From an optimization exercise on the open Yosys and OpenROAD flow, aimed at small area, a short achievable clock period and few clock cycles per item; shortcuts taken in it are not production practice.
At most, simulation tests tie the RTL to the original design; equivalence was not proved.
Power figures rest on the tool's default switching activity, not on a simulated workload.

## onyx
==> flow/design.v (excerpt) <==
module rnn_step_top (
    input  logic                            clk,
    input  logic                            reset,
    input  logic                            execute,
    input  logic [7-1:0]             token,
    output logic [27-1:0]              mem_a_addr,
    output logic                            mem_a_read,
    input  logic [16-1:0]              mem_a_data,
    input  logic                            mem_a_valid,
    output logic [27-1:0]              mem_b_addr,
    output logic                            mem_b_read,
    input  logic [16-1:0]              mem_b_data,
    input  logic                            mem_b_valid,
    output logic [8*16-1:0] hidden_state,
    output logic                            done
);
For scale: about 2100 cells after synthesis, about 230 I/O pins, about 22000 um^2 of cells after synthesis.
Settings: LEC_CHECK=0, CAP_MARGIN=20, CORE_MARGIN=2, CORE_UTILIZATION=40, CTS_CLUSTER_DIAMETER=120, CTS_CLUSTER_SIZE=26, SLEW_MARGIN=20; clock period 10.0 ns.
standard.sh (not shown) runs the stock make flow with config.mk's settings and CLKGATE_MAP_FILE= SYNTH_SCRIPT=/design/flow/synth_recipe.tcl, a recipe that flattens the netlist after the stock synthesis.
==> flow/flow/run.sh <==
#!/bin/bash
# Standard layout, with small port buffers and timing repair aimed below the clock period.
set -euo pipefail
extra=(
  "BUFFER_PORTS_ARGS=-buffer_cell sky130_fd_sc_hd__buf_2"
  "SETUP_SLACK_MARGIN=6.95"
  "TNS_END_PERCENT=5"
  "ABC_CLOCK_PERIOD_IN_PS=3200"
)
bash standard.sh "${extra[@]}" finish > standard.log 2>&1
Testbench counts of onyx, summed over its fixed seeds: cycles 82,244, steps 320.
The inputs of garnet differ from those of onyx as listed below.
diff --git a/flow/flow/run.sh b/flow/flow/run.sh
--- a/flow/flow/run.sh
+++ b/flow/flow/run.sh
@@ -5,4 +5,3 @@
   "BUFFER_PORTS_ARGS=-buffer_cell sky130_fd_sc_hd__buf_2"
-  "SETUP_SLACK_MARGIN=6.95"
-  "TNS_END_PERCENT=5"
+  "SETUP_SLACK_MARGIN=6.8"
   "ABC_CLOCK_PERIOD_IN_PS=3200"
In the tables for garnet and onyx, sequential share of layout area reads lower with onyx.
Count of non-filler cells in the finished layout shrinks slightly when moving from onyx to garnet.
Between garnet and onyx, the first-iteration DRC count does not differ in any meaningful way.
Going from onyx to garnet, the aggregate routed wire length was found to have gone down by about 0.9%.
Delta (garnet minus onyx): via count increased by 0.64% relative to the old numbers, total power lost about 0.7%, final worst hold slack shows a reduction of 0.025 ns, core utilization now smaller.
Status: instance area at placement parity (garnet, onyx)
Of the two values seen for source of the critical timing path, hidden_state[38] was produced by garnet and hidden_state[36] by onyx.

rnn_step_top, a different RTL version from the one above (not shown whole).
For scale: ~2100 cells after synthesis, about 230 I/O pins.
==> flow/config.mk <==
export PLATFORM = sky130hd
export DESIGN_NAME = rnn_step_top
export DESIGN_NICKNAME = rnn_step_top
export VERILOG_FILES = /design/flow/design.v
export SDC_FILE = /design/flow/constraint.sdc
export NUM_CORES = 4
export LEC_CHECK = 0
export CAP_MARGIN = 20
export CORE_MARGIN = 2
export CORE_UTILIZATION = 40
export SLEW_MARGIN = 20
==> flow/constraint.sdc <==
create_clock -name core_clock -period 10.0 [get_ports {clk}]
set_input_delay 2.0000 -clock core_clock [delete_from_list [all_inputs] [get_ports {clk}]]
set_output_delay 2.0000 -clock core_clock [all_outputs]
set_load 0.01 [all_outputs]
run.sh (not shown) runs the stock make flow with config.mk's settings and CLKGATE_MAP_FILE= SYNTH_SCRIPT=/design/flow/synth_recipe.tcl, a recipe that flattens the netlist after the stock synthesis.
Stock flow here: none of the scripts above is used.
The baseline produced a clean layout.
==> next run, changes <==
==> flow/flow/run.sh (new file) <==
#!/bin/bash
# Standard layout, with small port buffers and timing repair aimed below the clock period.
set -euo pipefail
extra=(
  "BUFFER_PORTS_ARGS=-buffer_cell sky130_fd_sc_hd__buf_2"
  "SETUP_SLACK_MARGIN=6.8"
  "ABC_CLOCK_PERIOD_IN_PS=3200"
)
bash standard.sh "${extra[@]}" finish > standard.log 2>&1
==> flow/standard.sh (new file) <==
#!/bin/bash
# synth_recipe.tcl (not shown) runs the flow's synth.tcl, then flattens the netlist and writes it again
# the make line also repeats each setting of config.mk as NAME=value (left out here)
make -C /OpenROAD-flow-scripts/flow DESIGN_CONFIG=/design/flow/config.mk WORK_HOME=/design/flow/orfs CLKGATE_MAP_FILE= SYNTH_SCRIPT=/design/flow/synth_recipe.tcl "${@:-finish}"
removed: flow/run.sh
The changed run produced a clean layout; hold slack loses 26 ps; wire length increases by 1.1%; count of clock-buffer cells in the layout increases by 6.
No run of this note included a check of the RTL's function; only the layout flow was run.

Another version of the RTL of rnn_step_top (not shown whole).
For scale: ~2700 cells after synthesis, roughly 460 flip-flops, about 23000 sq um of cells after synthesis.
Design rnn_step_top, start of the top module:
module rnn_step_top (
    input  logic                            clk,
    input  logic                            reset,
    input  logic                            execute,
    input  logic [7-1:0]             token,
    output logic [27-1:0]              mem_a_addr,
    output logic                            mem_a_read,
    input  logic [16-1:0]              mem_a_data,
    input  logic                            mem_a_valid,
    output logic [27-1:0]              mem_b_addr,
    output logic                            mem_b_read,
    input  logic [16-1:0]              mem_b_data,
    input  logic                            mem_b_valid,
    output logic [8*16-1:0] hidden_state,
    output logic                            done
);
Settings: LEC_CHECK=0, CAP_MARGIN=20, CORE_MARGIN=2, CORE_UTILIZATION=40, SLEW_MARGIN=20; clock period 10.0 ns.
standard.sh (not shown) runs the stock make flow with config.mk's settings and CLKGATE_MAP_FILE= SYNTH_SCRIPT=/design/flow/synth_recipe.tcl, a recipe that flattens the netlist after the stock synthesis.
==> flow/flow/run.sh <==
#!/bin/bash
# Standard layout, with small port buffers and timing repair aimed below the clock period.
set -euo pipefail
extra=(
  "BUFFER_PORTS_ARGS=-buffer_cell sky130_fd_sc_hd__buf_2"
  "SETUP_SLACK_MARGIN=6.8"
  "ABC_AREA=1"
)
bash standard.sh "${extra[@]}" finish > standard.log 2>&1
The starting point finished with timing, DRC and antenna clean.
Next try:
--- a/flow/flow/run.sh
+++ b/flow/flow/run.sh
@@ -7 +7 @@
-  "ABC_AREA=1"
+  "ABC_CLOCK_PERIOD_IN_PS=3200"
- CORE_UTILIZATION: 40 -> 60
- CTS_CLUSTER_DIAMETER: default -> 120
- CTS_CLUSTER_SIZE: default -> 26
Outcome: Wire length goes down by 24%; clock power goes down by 48%; maximum frequency goes up by 4.2%; core utilization goes up by 18 points; clock skew goes down by 0.039 ns; cell count goes down by 27%; setup slack is better by 0.13 ns; combinational power goes up by 12%; register-to-register slack is better by 0.15 ns.
Next try:
--- a/flow/flow/run.sh
+++ b/flow/flow/run.sh
@@ -6 +6 @@
-  "SETUP_SLACK_MARGIN=6.8"
+  "SETUP_SLACK_MARGIN=7.0"
- CORE_UTILIZATION: 60 -> 40
Outcome:
- design area is higher by about 15%
- die area is higher by about 50%
- count of clock-buffer cells in the layout is lower by 1
- worst setup slack is better by 0.12 ns
- core utilization is lower by 16 points
- wire length is higher by about 12%
- sequential cell count is unchanged
- worst hold slack is better by 0.010 ns
Next try:
--- a/flow/flow/run.sh
+++ b/flow/flow/run.sh
@@ -6 +6 @@
-  "SETUP_SLACK_MARGIN=7.0"
+  "SETUP_SLACK_MARGIN=6.8"
=> Non-clock buffer count falls by 199. Routed wire length falls by 7.5%. Area after synthesis stays the same. Worst setup slack loses 0.10 ns.
Next try:
- CTS_CLUSTER_DIAMETER: 120 -> default
- CTS_CLUSTER_SIZE: 26 -> default
What happened: First-iteration DRC count is higher by about 5.5%; total power is higher by about 12%; global-route usage goes up by 0.38 points; worst setup slack gets worse by 0.013 ns; die area stays the same; sequential power hardly moves.
Next try:
- CORE_UTILIZATION: 40 -> 60
Outcome: The changed run passed the timing, design-rule and antenna checks; die area came out lower by 33%; non-clock buffer count grows by 2; setup slack barely changes; count of clock-buffer cells in the layout came out lower by 8; wire length fell by 2.8%; synthesized cell count does not change.
Function was not checked in any run of this note: the RTL went through the layout flow alone.

## run C
rnn_step_top again, from the RTL that the note above started with.
Design rnn_step_top, start of the top module:
module rnn_step_top (
    input  logic                            clk,
    input  logic                            reset,
    input  logic                            execute,
    input  logic [7-1:0]             token,
    output logic [27-1:0]              mem_a_addr,
    output logic                            mem_a_read,
    input  logic [16-1:0]              mem_a_data,
    input  logic                            mem_a_valid,
    output logic [27-1:0]              mem_b_addr,
    output logic                            mem_b_read,
    input  logic [16-1:0]              mem_b_data,
    input  logic                            mem_b_valid,
    output logic [8*16-1:0] hidden_state,
    output logic                            done
);
export LEC_CHECK = 0
export CAP_MARGIN = 20
export CORE_MARGIN = 2
export CORE_UTILIZATION = 40
export CTS_CLUSTER_DIAMETER = 100
export CTS_CLUSTER_SIZE = 30
export SLEW_MARGIN = 20
create_clock -name core_clock -period 10.0 [get_ports {clk}]
==> flow/flow/run.sh <==
#!/bin/bash
# Standard layout, with small port buffers and timing repair aimed below the clock period.
set -euo pipefail
extra=(
  "BUFFER_PORTS_ARGS=-buffer_cell sky130_fd_sc_hd__buf_2"
  "SETUP_SLACK_MARGIN=6.8"
  "ABC_CLOCK_PERIOD_IN_PS=3200"
)
bash standard.sh "${extra[@]}" finish > standard.log 2>&1
Run C: PASS, flow complete, no timing, DRC or antenna violations
Input-level comparison between run G and run C:
Settings: swapping 100 for 90 in CTS_CLUSTER_DIAMETER; swapping 30 for 32 in CTS_CLUSTER_SIZE.
### Flow results
- The utilization reported for run G is greater than that of run C by 0.47 points.
- Per the comparison of run G with run C, highest clock frequency the design can meet held steady, total number of vias shrank by 0.58%.
- Comparing run G with run C, the hold path depth came out essentially unchanged.
- Diff run C -> run G: power spent charging and discharging nets saw an increase; via count of the first global-routing pass comparable.
- On synthesized cell count, run C and run G are basically level.
- Summary — power in the clock group, run G relative to run C: higher, by about 10%.
Function was not checked in any run of this note: the RTL went through the layout flow alone.

P:
rnn_step_top, a different RTL version from the one above (not shown whole).
For scale: ~2100 cells after synthesis, about 450 flip-flops, about 23000 um2 of cells after synthesis.
clock: 10.0 ns
lec_check: 0
cap_margin: 20
core_margin: 2
core_utilization: 40
slew_margin: 20
run.sh (not shown) runs the stock make flow with config.mk's settings and CLKGATE_MAP_FILE= SYNTH_SCRIPT=/design/flow/synth_recipe.tcl, a recipe that flattens the netlist after the stock synthesis.
Stock flow here: none of the scripts above is used.
Testbench counts of P, summed over its fixed seeds: cycles 82,244, steps 320.
For Q, these inputs were changed with respect to P:
==> flow/flow/run.sh (new file) <==
#!/bin/bash
# Standard layout, with small port buffers and timing repair aimed below the clock period.
set -euo pipefail
extra=(
  "BUFFER_PORTS_ARGS=-buffer_cell sky130_fd_sc_hd__buf_2"
  "SETUP_SLACK_MARGIN=6.8"
  "ABC_CLOCK_PERIOD_IN_PS=3200"
)
bash standard.sh "${extra[@]}" finish > standard.log 2>&1
==> flow/standard.sh (new file) <==
#!/bin/bash
# synth_recipe.tcl (not shown) runs the flow's synth.tcl, then flattens the netlist and writes it again
# the make line also repeats each setting of config.mk as NAME=value (left out here)
make -C /OpenROAD-flow-scripts/flow DESIGN_CONFIG=/design/flow/config.mk WORK_HOME=/design/flow/orfs CLKGATE_MAP_FILE= SYNTH_SCRIPT=/design/flow/synth_recipe.tcl "${@:-finish}"
removed: flow/run.sh
Findings:
Q: PASS, flow complete, no timing, DRC or antenna violations. The final reports for Q and P show wire length per cell lower in the former. The cell area in Q sits 1.8% below the value recorded for P. Per the comparison of Q with P, final RePlAce weighted congestion has decreased, post-synthesis to final-layout area growth has decreased, worst setup slack has increased, overall power after layout has increased.

re-timing with driven ports:
In the flow no input, the clock included, has a driving cell. The finished layouts below were timed again as built, in two steps. Step 1, drivers: a clkbuf_16 drives clk and a buf_2 each remaining input, both assumed. Step 2 also shifts input and output timing later by t, the mid clock arrival at the registers, as if the neighbouring blocks saw the same clock. Three values: ideal, step 1, step 2; two values: the first two.
run	shift t [ns]	setup slack, ns	worst setup path after step 2	cell pins on the clock port's net
onyx	0.603	6.775 / 6.720 / 6.334	input to register	1
garnet	0.607	6.805 / 6.741 / 6.442	input to register	1
the first run of note 2	0.641	5.464 / 5.464 / 5.374	input to register	1
the second run of note 2	0.629	6.217 / 6.217 / 6.217	register to register	1
the first run of note 3	0.668	6.669 / 6.669 / 6.358	input to register	1
the second run of note 3	0.599	6.802 / 6.748 / 6.362	input to register	1
the third run of note 3	0.621	6.927 / 6.877 / 6.513	input to register	1
the fourth run of note 3	0.611	6.823 / 6.766 / 6.360	input to register	1
the fifth run of note 3	0.647	6.810 / 6.750 / 6.338	input to register	1
the sixth run of note 3	0.612	6.809 / 6.755 / 6.299	input to register	1
run C	0.619	6.817 / 6.760 / 6.319	input to register	1
run G	0.637	6.818 / 6.759 / 6.342	input to register	1
P	0.637	6.317 / 6.260 / 5.770	input to register	1
Q	0.648	6.823 / 6.765 / 6.458	input to register	1
After both steps setup and hold are still met in every run listed. The setup slack of P, which loses most, moves by -0.057 ns with the drivers and by -0.547 ns with both steps.
